This is an optimization exercise on Yosys and OpenROAD, whose aim is small area and a short achievable clock period, not a production implementation. In this exercise RTL edits were held to simulation tests only and were not proved equivalent to the original.

## willow
Design single_particle_acceptance_cut, start of the top module:
module single_particle_acceptance_cut #(
	parameter int unsigned MOMENTUM_BITS = 24
) (
	input  wire logic                            clk,
	input  wire logic                            arst_n,
	input  wire logic                            start,
	output logic                                 busy,
	input  wire logic [23:0]                     energy,
	input  wire logic signed [MOMENTUM_BITS-1:0] mom_x,
	input  wire logic signed [MOMENTUM_BITS-1:0] mom_y,
	input  wire logic signed [MOMENTUM_BITS-1:0] mom_z,
	output logic                                 done,
	output logic                                 accept,
	output logic [1:0]                           reject_reason,
	output logic [4:0]                           rapidity_bin
);
For scale: ~7500 cells after synthesis, ~1200 flip-flops.
==> flow/config.mk <==
export PLATFORM = sky130hd
export DESIGN_NAME = single_particle_acceptance_cut
export DESIGN_NICKNAME = single_particle_acceptance_cut
export VERILOG_FILES = /design/flow/design.v
export SDC_FILE = /design/flow/constraint.sdc
export NUM_CORES = 4
export LEC_CHECK = 0
export ABC_AREA = 1
export ABC_CLOCK_PERIOD_IN_PS = 9000
export CAP_MARGIN = 20
export CORE_MARGIN = 2
export CORE_UTILIZATION = 40
export SLEW_MARGIN = 20
==> flow/constraint.sdc <==
create_clock -name core_clock -period 14.0 [get_ports {clk}]
set_input_delay 2.8000 -clock core_clock [delete_from_list [all_inputs] [get_ports {clk}]]
set_output_delay 2.8000 -clock core_clock [all_outputs]
set_load 0.01 [all_outputs]
standard.sh (not shown) runs the stock make flow with config.mk's settings and CLKGATE_MAP_FILE= SYNTH_SCRIPT=/design/flow/synth_recipe.tcl, a recipe that flattens the netlist after the stock synthesis.
==> flow/flow/run.sh <==
#!/bin/bash
# Standard ORFS layout (the standard.sh, unchanged synthesis), with the
# resizer asked for more setup slack than the period needs, so that timing
# repair shortens the critical paths, and the port buffers made with the
# plain buf_1 cell. Clock period and constraints unchanged.
cd "$(dirname "$0")/.."
MARGIN=$(cat flow/margin.txt 2>/dev/null || echo 5)
export SETUP_SLACK_MARGIN=$MARGIN
export BUFFER_PORTS_ARGS="-buffer_cell sky130_fd_sc_hd__buf_1"
echo "setup slack margin $SETUP_SLACK_MARGIN, port buffers: $BUFFER_PORTS_ARGS" > run_flow.log
bash standard.sh >> run_flow.log 2>&1
==> flow/flow/margin.txt <==
9.6
willow ended with every stage complete and zero timing, DRC or antenna violations.
Input-level comparison between sierra and willow:
# willow
export LEC_CHECK = 0
export ABC_AREA = 1
export ABC_CLOCK_PERIOD_IN_PS = 9000
export CAP_MARGIN = 20
export CORE_MARGIN = 2
export CORE_UTILIZATION = 40
export SLEW_MARGIN = 20
create_clock -name core_clock -period 14.0 [get_ports {clk}]
# sierra
export LEC_CHECK = 0
export ABC_CLOCK_PERIOD_IN_PS = 9000
export CAP_MARGIN = 20
export CORE_MARGIN = 2
export CORE_UTILIZATION = 40
export CTS_BUF_LIST = sky130_fd_sc_hd__clkbuf_4 sky130_fd_sc_hd__clkbuf_8
export SLEW_MARGIN = 20
create_clock -name core_clock -period 14.0 [get_ports {clk}]
==> flow/flow/margin.txt <==
9.8
==> run summary <==
- The final-layout clock-cell area share on willow is in line with that on sierra.
- From willow to sierra the numbers moved as follows: post-synthesis area per instance moved up; core area grew by 540 sq um; die area shows an increase of 1000 sq um; wire length the detailed router placed on met1 now sits lower.
- Between sierra and willow, the highest attainable clock frequency figures differ only marginally.
- From sierra to willow, maximum count of clock buffers along a single path did not move at all.
- | sequential share of layout area | sierra vs willow | 0.29 points lower |
- Relative to willow, the worst setup slack of sierra is higher by 0.0072 ns.
Relative to sierra, the following input files were edited for ember:
# sierra
export LEC_CHECK = 0
export ABC_CLOCK_PERIOD_IN_PS = 9000
export CAP_MARGIN = 20
export CORE_MARGIN = 2
export CORE_UTILIZATION = 40
export CTS_BUF_LIST = sky130_fd_sc_hd__clkbuf_4 sky130_fd_sc_hd__clkbuf_8
export SLEW_MARGIN = 20
create_clock -name core_clock -period 14.0 [get_ports {clk}]
# ember
export LEC_CHECK = 0
export ABC_CLOCK_PERIOD_IN_PS = 9000
export CAP_MARGIN = 20
export CORE_MARGIN = 2
export CORE_UTILIZATION = 40
export SLEW_MARGIN = 20
create_clock -name core_clock -period 14.0 [get_ports {clk}]
==> flow/flow/margin.txt <==
9.6
### Flow results
- ember: all stages complete, timing, DRC and antenna checks passed
- Relative to sierra, synthesis-to-finish area growth decreased by 0.84 points in ember.
- ember vs sierra: fraction of standard cell area that is sequential up in ember
- In the route summary, ember ends up with a via count below that of sierra.
- ember vs sierra: global-route wire length before repair down slightly
- As far as met3 capacity usage during global routing is concerned, ember and sierra perform about the same.
- Between sierra and ember, the difference in count of non-CTS inverters in the layout is negligible.
- Routed length on met2: ember lower than sierra
- Area occupied by registers delta (ember -> sierra): insignificant
- ~same worst hold slack in sierra and ember
- Share of final layout cell area taken by clock buffers and inverters delta (sierra -> ember): insignificant
- Compared ember against sierra; multi-input gate count within noise.
Input-level comparison between nickel and ember:
==> flow/flow/margin.txt <==
9.8
--- outcome ---
nickel | status: complete | timing, DRC, antenna: pass
Sum of net half-perimeters after detailed placement essentially unchanged between nickel and ember.
nickel vs. ember: setup slack rose by 0.083 ns; number of iterations in the first detailed-routing pass stayed essentially flat.

[afterwards: timing with drivers on the ports]
The results above use ideal ports. As a check the final layouts listed here were re-extracted and re-timed, cells and wires unchanged. Step 1 (the two cells are an assumption about what drives the block):
set clk [get_ports {clk}]
set_driving_cell -lib_cell sky130_fd_sc_hd__clkbuf_16 $clk
set_driving_cell -lib_cell sky130_fd_sc_hd__buf_2 [delete_from_list [all_inputs] $clk]
Step 2 moves the port delays by t, midway between the first and last clock arrival at a register: inputs arrive t later, outputs are due t later. That takes back most of the time a late clock gives input paths. Three values: ideal, step 1, step 2; two values: the first two.
run | shift t [ns] | slack for setup (ns) | latest minus earliest clock arrival (ns)
willow | 0.822 | 9.824 / 9.824 / 9.449 | 0.076 / 0.075
sierra | 0.954 | 9.831 / 9.761 / 9.956 | 0.036 / 0.037
ember | 0.823 | 9.856 / 9.856 / 9.856 | 0.032 / 0.032
nickel | 0.826 | 9.940 / 9.894 / 9.940 | 0.032 / 0.033
After both steps setup and hold are still met in every run listed. The setup slack of willow, which loses most, moves by 0.000 ns with the drivers and by -0.375 ns with both steps.
